This is an optimization exercise on Yosys and OpenROAD, whose aim is small area, a short achievable clock period and few clock cycles, not a production implementation.
RTL that was checked went through simulation tests only; none was proved equivalent to the original.
No activity file was given, so power comes from the tool's default toggle rates.

== run a ==
==> module cobs_crc_frame_receiver_core, before the edit <==
module cobs_crc_frame_receiver_core (
  input  logic       clk,
  input  logic       rst,
  input  logic       s_axis_tvalid,
  output logic       s_axis_tready,
  input  logic [7:0] s_axis_tdata,   
  input  logic [0:0] s_axis_tuser,   
  output logic       m_axis_tvalid,
  input  logic       m_axis_tready,
  output logic [7:0] m_axis_tdata,   
  output logic [7:0] m_axis_tuser,   
  output logic       m_axis_tlast
);
  logic       rdy_q;
  logic       acc;
  logic       in_v;
  logic       in_r;
  logic [7:0] in_b;
  logic       in_z;
  logic [4:0] in_cls;
  logic [7:0] in_b_n;
  logic       sk_v;
  logic       sk_r;
  logic [7:0] sk_b;
  logic       hold;
  logic       proc;
  logic       in_v_n;
  logic       sk_v_n;
  assign s_axis_tready = rdy_q;
  assign acc  = s_axis_tvalid && rdy_q;
  assign proc = in_v && !hold;
  always_comb begin
    in_v_n = in_v;
    sk_v_n = sk_v;
    if (proc || !in_v) begin
      in_v_n = sk_v || acc;
      sk_v_n = sk_v && acc;
    end else if (acc) begin
      sk_v_n = 1'b1;
    end
  end
  assign in_b_n = sk_v ? sk_b : s_axis_tdata;
  always_ff @(posedge clk) begin
    if (rst) begin
      in_v  <= 1'b0;
      sk_v  <= 1'b0;
      rdy_q <= 1'b1;
    end else begin
      in_v  <= in_v_n;
      sk_v  <= sk_v_n;
      rdy_q <= !(in_v_n && sk_v_n);
    end
    if (proc || !in_v) begin
      in_b   <= in_b_n;
      in_z   <= (in_b_n == 8'd0);
      in_cls <= ccfr_pkg::rsp_cls(in_b_n);
      in_r   <= sk_v ? sk_r : s_axis_tuser[0];
    end
    if (!sk_v || proc) begin
      sk_b <= s_axis_tdata;
      sk_r <= s_axis_tuser[0];
    end
  end
  logic       wr_ok;
  logic       wr_en;
  logic       wr_start;
  logic [7:0] wr_data;
  logic       commit;
  logic       drop;
  logic       doom;
  logic       push;
  logic [6:0] desc;
  logic       q_full;
  ccfr_ctrl u_ctrl (
    .clk       (clk),
    .rst       (rst),
    .in_v      (in_v),
    .wr_ok     (wr_ok),
    .q_full    (q_full),
    .hold      (hold),
    .in_r      (in_r),
    .in_b      (in_b),
    .in_z      (in_z),
    .in_cls    (in_cls),
    .wr_en     (wr_en),
    .wr_start  (wr_start),
    .wr_data   (wr_data),
    .commit    (commit),
    .drop      (drop),
    .doom      (doom),
    .push      (push),
    .desc      (desc)
  );
  localparam int N = 66;
  logic [6:0] ph;        
  logic [6:0] ph_n;      
  logic [6:0] head;      
  logic [6:0] fs;        
  logic       fw;        
  logic [7:0] rd_data;
  function automatic logic [6:0] inc(input logic [6:0] a);
    inc = (a == 7'(N - 1)) ? 7'd0 : a + 7'd1;
  endfunction
  ccfr_ram #(.WIDTH(8), .DEPTH(N)) u_ram (
    .clk   (clk),
    .we    (wr_en),
    .wdata (wr_data),
    .rdata (rd_data)
  );
  logic [10:0] dq0, dq1;
  logic [10:0] qin;
  logic        qgood;
  assign qgood = (desc[3:0] == 4'd0);
  assign qin   = {qgood, desc[6:4], qgood ? fs : {3'd0, desc[3:0]}};
  logic [1:0]  dcnt;
  logic        pop;
  always_ff @(posedge clk) begin
    if (rst) begin
      dcnt <= 2'd0;
    end else begin
      dcnt <= dcnt + {1'b0, push} - {1'b0, pop};
    end
    if (pop) begin
      dq0 <= (push && dcnt == 2'd1) ? qin : dq1;
    end else if (push && dcnt == 2'd0) begin
      dq0 <= qin;
    end
    if (push && (dcnt != 2'd0)) dq1 <= qin;
  end
  assign q_full = dcnt[1];
  logic       adv;
  logic       oact;      
  logic [6:0] rs;        
  logic [5:0] orem;      
  logic       g0, g1;
  logic       start_frame;
  logic       emit;
  assign g0          = (dcnt != 2'd0) && dq0[10];
  assign g1          = dcnt[1] && dq1[10];
  assign adv         = !m_axis_tvalid || m_axis_tready;
  assign start_frame = adv && !oact && g0 && (dq0[6:0] == ph_n);
  assign emit        = adv && oact && (rs == ph_n);
  assign pop         = adv && !oact && (dcnt != 2'd0) && (!g0 || (dq0[6:0] == ph_n));
  always_ff @(posedge clk) begin
    if (rst) begin
      m_axis_tvalid <= 1'b0;
      oact          <= 1'b0;
    end else if (adv) begin
      m_axis_tvalid <= pop || emit;
      if (start_frame) oact <= 1'b1;
      else if (emit && orem == 6'd1) oact <= 1'b0;
    end
  end
  always_ff @(posedge clk) begin
    if (emit) begin
      m_axis_tdata <= rd_data;
      m_axis_tlast <= (orem == 6'd1);
      orem         <= orem - 6'd1;
      rs           <= inc(ph_n);
    end else if (start_frame) begin
      m_axis_tdata <= rd_data;
      m_axis_tuser <= {1'b1, dq0[9:7], 4'd0};
      m_axis_tlast <= 1'b0;
      orem         <= ccfr_pkg::kind_len_m1(dq0[9:7]);
      rs           <= inc(ph_n);
    end else if (pop) begin
      m_axis_tdata <= 8'd0;
      m_axis_tuser <= {1'b0, dq0[9:7], dq0[3:0]};
      m_axis_tlast <= 1'b1;
    end
  end
  logic live;
  logic full;
  logic sync_w;
  assign live   = oact || g0 || g1 || fw;
  assign full   = (oact && (rs == ph)) || (g0 && (dq0[6:0] == ph)) || (g1 && (dq1[6:0] == ph));
  assign sync_w = (ph == head) && !full;
  assign wr_ok  = sync_w || (wr_start && !live);
  always_ff @(posedge clk) begin
    if (rst) begin
      ph   <= '0;
      ph_n <= 7'd1;
      head <= '0;
      fw   <= 1'b0;
    end else begin
      ph   <= ph_n;
      ph_n <= inc(ph_n);
      if (drop || commit || doom) fw <= 1'b0;
      else if (wr_en)     fw <= 1'b1;
      if (wr_en || ((!fw || drop || commit || doom) && (sync_w || !live))) head <= ph_n;
    end
    if (wr_en && wr_start) fs <= ph;
  end
endmodule
Settings: LEC_CHECK=0, CAP_MARGIN=20, CORE_MARGIN=2, CORE_UTILIZATION=40, CTS_BUF_LIST=sky130_fd_sc_hd__clkbuf_8, CTS_CLUSTER_DIAMETER=55, CTS_CLUSTER_SIZE=18, SETUP_SLACK_MARGIN=5, SLEW_MARGIN=20; clock period 8.0 ns.
run.sh (not shown) runs the stock make flow with config.mk's settings and CLKGATE_MAP_FILE= SYNTH_SCRIPT=/design/flow/synth_recipe.tcl, a recipe that flattens the netlist after the stock synthesis.
Inputs modified between run a and run b:
--- a/flow/design.v
+++ b/flow/design.v
@@ -438,11 +438,11 @@
     if (pop) begin
       dq0 <= (push && dcnt == 2'd1) ? qin : dq1;
     end else if (push && dcnt == 2'd0) begin
       dq0 <= qin;
     end
-    if (push && (dcnt != 2'd0)) dq1 <= qin;
+    if (push && (dcnt == (pop ? 2'd2 : 2'd1))) dq1 <= qin;
   end
   assign q_full = dcnt[1];
   logic       adv;
   logic       oact;      
   logic [6:0] rs;        
--- outcome ---
Run b: no failed stages, no open violations at the end
[compare] base=run a new=run b: wire length of the first global-routing pass rose about 4%, fraction of the mapped netlist area in compound gates has remained practically unchanged.
Of run a and run b, run a shows the lower starting density of the core, with run b above it.
Of the two values seen for master of the slowest instance on the critical path, sky130_fd_sc_hd__a211oi_4 was produced by run b and sky130_fd_sc_hd__or4_4 by run a.
Taking run a as the reference, in run b sum of routed wire length over all layers now sits higher; maximum clock rate now sits higher; maximum fanout encountered on the critical timing path now sits at about the same level.
Testbench counts of run b, summed over its fixed seeds: cycles 15,433.
No functional check of the RTL was part of run a.


Another version of the RTL of cobs_crc_frame_receiver_core (not shown whole).
Size in the first run: roughly 1600 cells after synthesis, ~700 flip-flops, roughly 21000 sq um of cells after synthesis.
==> module cobs_crc_frame_receiver_core, before the edit <==
module cobs_crc_frame_receiver_core (
  input  logic       clk,
  input  logic       rst,
  input  logic       s_axis_tvalid,
  output logic       s_axis_tready,
  input  logic [7:0] s_axis_tdata,   
  input  logic [0:0] s_axis_tuser,   
  output logic       m_axis_tvalid,
  input  logic       m_axis_tready,
  output logic [7:0] m_axis_tdata,   
  output logic [7:0] m_axis_tuser,   
  output logic       m_axis_tlast
);
  logic       rdy_q;
  logic       acc;
  logic       in_v;
  logic       in_r;
  logic [7:0] in_b;
  logic       in_z;
  logic [7:0] in_b_n;
  logic       sk_v;
  logic       sk_r;
  logic [7:0] sk_b;
  logic       hold;
  logic       proc;
  logic       in_v_n;
  logic       sk_v_n;
  assign s_axis_tready = rdy_q;
  assign acc  = s_axis_tvalid && rdy_q;
  assign proc = in_v && !hold;
  always_comb begin
    in_v_n = in_v;
    sk_v_n = sk_v;
    if (proc || !in_v) begin
      in_v_n = sk_v || acc;
      sk_v_n = sk_v && acc;
    end else if (acc) begin
      sk_v_n = 1'b1;
    end
  end
  assign in_b_n = sk_v ? sk_b : s_axis_tdata;
  always_ff @(posedge clk) begin
    if (rst) begin
      in_v  <= 1'b0;
      sk_v  <= 1'b0;
      rdy_q <= 1'b1;
    end else begin
      in_v  <= in_v_n;
      sk_v  <= sk_v_n;
      rdy_q <= !(in_v_n && sk_v_n);
    end
    if (proc || !in_v) begin
      in_b   <= in_b_n;
      in_z   <= (in_b_n == 8'd0);
      in_r   <= sk_v ? sk_r : s_axis_tuser[0];
    end
    if (!sk_v || proc) begin
      sk_b <= s_axis_tdata;
      sk_r <= s_axis_tuser[0];
    end
  end
  logic       wr_ok;
  logic       wr_en;
  logic       wr_start;
  logic [7:0] wr_data;
  logic       commit;
  logic       drop;
  logic       doom;
  logic       push;
  logic [6:0] desc;
  logic       q_full;
  ccfr_ctrl u_ctrl (
    .clk       (clk),
    .rst       (rst),
    .in_v      (in_v),
    .wr_ok     (wr_ok),
    .q_full    (q_full),
    .hold      (hold),
    .in_r      (in_r),
    .in_b      (in_b),
    .in_z      (in_z),
    .wr_en     (wr_en),
    .wr_start  (wr_start),
    .wr_data   (wr_data),
    .commit    (commit),
    .drop      (drop),
    .doom      (doom),
    .push      (push),
    .desc      (desc)
  );
  localparam int N = 66;
  logic [6:0] ph;        
  logic [6:0] ph_n;      
  logic [6:0] head;      
  logic [6:0] fs;        
  logic       fw;        
  logic [7:0] rd_data;
  function automatic logic [6:0] inc(input logic [6:0] a);
    inc = (a == 7'(N - 1)) ? 7'd0 : a + 7'd1;
  endfunction
  ccfr_ram #(.WIDTH(8), .DEPTH(N)) u_ram (
    .clk   (clk),
    .we    (wr_en),
    .wdata (wr_data),
    .rdata (rd_data)
  );
  logic [13:0] dq0, dq1;
  logic [1:0]  dcnt;
  logic        pop;
  always_ff @(posedge clk) begin
    if (rst) begin
      dcnt <= 2'd0;
    end else begin
      dcnt <= dcnt + {1'b0, push} - {1'b0, pop};
    end
    if (pop) begin
      dq0 <= (push && dcnt == 2'd1) ? {fs, desc} : dq1;
    end else if (push && dcnt == 2'd0) begin
      dq0 <= {fs, desc};
    end
    if (push && (dcnt == (pop ? 2'd2 : 2'd1))) dq1 <= {fs, desc};
  end
  assign q_full = dcnt[1];
  logic       adv;
  logic       oact;      
  logic [6:0] rs;        
  logic [5:0] orem;      
  logic       g0, g1;
  logic       start_frame;
  logic       emit;
  assign g0          = (dcnt != 2'd0) && (dq0[3:0] == 4'd0);
  assign g1          = dcnt[1] && (dq1[3:0] == 4'd0);
  assign adv         = !m_axis_tvalid || m_axis_tready;
  assign start_frame = adv && !oact && g0 && (dq0[13:7] == ph_n);
  assign emit        = adv && oact && (rs == ph_n);
  assign pop         = adv && !oact && (dcnt != 2'd0) && (!g0 || (dq0[13:7] == ph_n));
  always_ff @(posedge clk) begin
    if (rst) begin
      m_axis_tvalid <= 1'b0;
      oact          <= 1'b0;
    end else if (adv) begin
      m_axis_tvalid <= pop || emit;
      if (start_frame) oact <= 1'b1;
      else if (emit && orem == 6'd1) oact <= 1'b0;
    end
  end
  always_ff @(posedge clk) begin
    if (emit) begin
      m_axis_tdata <= rd_data;
      m_axis_tlast <= (orem == 6'd1);
      orem         <= orem - 6'd1;
      rs           <= inc(ph_n);
    end else if (start_frame) begin
      m_axis_tdata <= rd_data;
      m_axis_tuser <= {1'b1, dq0[6:4], 4'd0};
      m_axis_tlast <= 1'b0;
      orem         <= ccfr_pkg::kind_len_m1(dq0[6:4]);
      rs           <= inc(ph_n);
    end else if (pop) begin
      m_axis_tdata <= 8'd0;
      m_axis_tuser <= {1'b0, dq0[6:0]};
      m_axis_tlast <= 1'b1;
    end
  end
  logic live;
  logic full;
  logic sync_w;
  assign live   = oact || g0 || g1 || fw;
  assign full   = (oact && (rs == ph)) || (g0 && (dq0[13:7] == ph)) || (g1 && (dq1[13:7] == ph));
  assign sync_w = (ph == head) && !full;
  assign wr_ok  = sync_w || (wr_start && !live);
  always_ff @(posedge clk) begin
    if (rst) begin
      ph   <= '0;
      ph_n <= 7'd1;
      head <= '0;
      fw   <= 1'b0;
    end else begin
      ph   <= ph_n;
      ph_n <= inc(ph_n);
      if (drop || commit || doom) fw <= 1'b0;
      else if (wr_en)     fw <= 1'b1;
      if (wr_en || ((!fw || drop || commit || doom) && (sync_w || !live))) head <= ph_n;
    end
    if (wr_en && wr_start) fs <= ph;
  end
endmodule
export LEC_CHECK = 0
export CAP_MARGIN = 20
export CORE_MARGIN = 2
export CORE_UTILIZATION = 40
export CTS_BUF_LIST = sky130_fd_sc_hd__clkbuf_8
export CTS_CLUSTER_DIAMETER = 50
export CTS_CLUSTER_SIZE = 15
export SETUP_SLACK_MARGIN = 5
export SLEW_MARGIN = 20
create_clock -name core_clock -period 8.0 [get_ports {clk}]
Testbench counts at the start, summed over its fixed seeds: cycles 15,433.
Change:
--- a/flow/design.v
+++ b/flow/design.v
@@ -391,9 +391,13 @@
     .we    (wr_en),
     .wdata (wr_data),
     .rdata (rd_data)
   );
-  logic [13:0] dq0, dq1;
+  logic [10:0] dq0, dq1;
+  logic [10:0] qin;
+  logic        qgood;
+  assign qgood = (desc[3:0] == 4'd0);
+  assign qin   = {qgood, desc[6:4], qgood ? fs : {3'd0, desc[3:0]}};
   logic [1:0]  dcnt;
   logic        pop;
   always_ff @(posedge clk) begin
     if (rst) begin
@@ -401,13 +405,13 @@
     end else begin
       dcnt <= dcnt + {1'b0, push} - {1'b0, pop};
     end
     if (pop) begin
-      dq0 <= (push && dcnt == 2'd1) ? {fs, desc} : dq1;
+      dq0 <= (push && dcnt == 2'd1) ? qin : dq1;
     end else if (push && dcnt == 2'd0) begin
-      dq0 <= {fs, desc};
+      dq0 <= qin;
     end
-    if (push && (dcnt == (pop ? 2'd2 : 2'd1))) dq1 <= {fs, desc};
+    if (push && (dcnt == (pop ? 2'd2 : 2'd1))) dq1 <= qin;
   end
   assign q_full = dcnt[1];
   logic       adv;
   logic       oact;      
@@ -415,14 +419,14 @@
   logic [5:0] orem;      
   logic       g0, g1;
   logic       start_frame;
   logic       emit;
-  assign g0          = (dcnt != 2'd0) && (dq0[3:0] == 4'd0);
-  assign g1          = dcnt[1] && (dq1[3:0] == 4'd0);
+  assign g0          = (dcnt != 2'd0) && dq0[10];
+  assign g1          = dcnt[1] && dq1[10];
   assign adv         = !m_axis_tvalid || m_axis_tready;
-  assign start_frame = adv && !oact && g0 && (dq0[13:7] == ph_n);
+  assign start_frame = adv && !oact && g0 && (dq0[6:0] == ph_n);
   assign emit        = adv && oact && (rs == ph_n);
-  assign pop         = adv && !oact && (dcnt != 2'd0) && (!g0 || (dq0[13:7] == ph_n));
+  assign pop         = adv && !oact && (dcnt != 2'd0) && (!g0 || (dq0[6:0] == ph_n));
   always_ff @(posedge clk) begin
     if (rst) begin
       m_axis_tvalid <= 1'b0;
       oact          <= 1'b0;
@@ -439,23 +443,23 @@
       orem         <= orem - 6'd1;
       rs           <= inc(ph_n);
     end else if (start_frame) begin
       m_axis_tdata <= rd_data;
-      m_axis_tuser <= {1'b1, dq0[6:4], 4'd0};
+      m_axis_tuser <= {1'b1, dq0[9:7], 4'd0};
       m_axis_tlast <= 1'b0;
-      orem         <= ccfr_pkg::kind_len_m1(dq0[6:4]);
+      orem         <= ccfr_pkg::kind_len_m1(dq0[9:7]);
       rs           <= inc(ph_n);
     end else if (pop) begin
       m_axis_tdata <= 8'd0;
-      m_axis_tuser <= {1'b0, dq0[6:0]};
+      m_axis_tuser <= {1'b0, dq0[9:7], dq0[3:0]};
       m_axis_tlast <= 1'b1;
     end
   end
   logic live;
   logic full;
   logic sync_w;
   assign live   = oact || g0 || g1 || fw;
-  assign full   = (oact && (rs == ph)) || (g0 && (dq0[13:7] == ph)) || (g1 && (dq1[13:7] == ph));
+  assign full   = (oact && (rs == ph)) || (g0 && (dq0[6:0] == ph)) || (g1 && (dq1[6:0] == ph));
   assign sync_w = (ph == head) && !full;
   assign wr_ok  = sync_w || (wr_start && !live);
   always_ff @(posedge clk) begin
     if (rst) begin
Result: Clock-buffer cell count does not change; worst setup slack gets worse by 0.20 ns; cell area drops by 2.1%; routed wire length drops by 9.7%; global-route usage drops by 0.95 points; clock power climbs by about 2%; die area drops by 1.7%; via count drops by 5.1%; cell count drops by 1.8%; utilization stays flat.
Only the layout flow was run in the second run of this note; the RTL was not checked for function there.

-- port drivers added, routing unchanged --
The flow's constraints put no driver on any port. The routed layouts listed below were extracted and timed again, unchanged, in two steps.
Step 1 assumes that a clkbuf_16 drives the clock port and a buf_2 every other input.
Step 2, shift: input delay + t, output delay - t, t = (earliest + latest rising clock arrival at the registers) / 2. This alone moves slack from input paths to output paths.
a / b / c = ideal ports / drivers / drivers and shift; a / b = the first two.
run	shift t [ns]	setup slack, ns	latest minus earliest clock arrival (ns)	worst data-port slew with drivers (ns)	pins driven straight from the clock port
run a	0.703	4.908 / 4.908 / 4.368	0.073 / 0.073	0.05	1
run b	0.696	4.952 / 4.985 / 4.289	0.053 / 0.052	0.03	1
the first run of note 2	0.712	4.960 / 4.957 / 4.437	0.040 / 0.039	0.06	1
the second run of note 2	0.720	4.761 / 4.761 / 4.216	0.028 / 0.028	0.05	1
After both steps every run listed still meets setup and hold. The setup slack of run b, which loses most, moves by +0.033 ns with the drivers and by -0.663 ns with both steps.
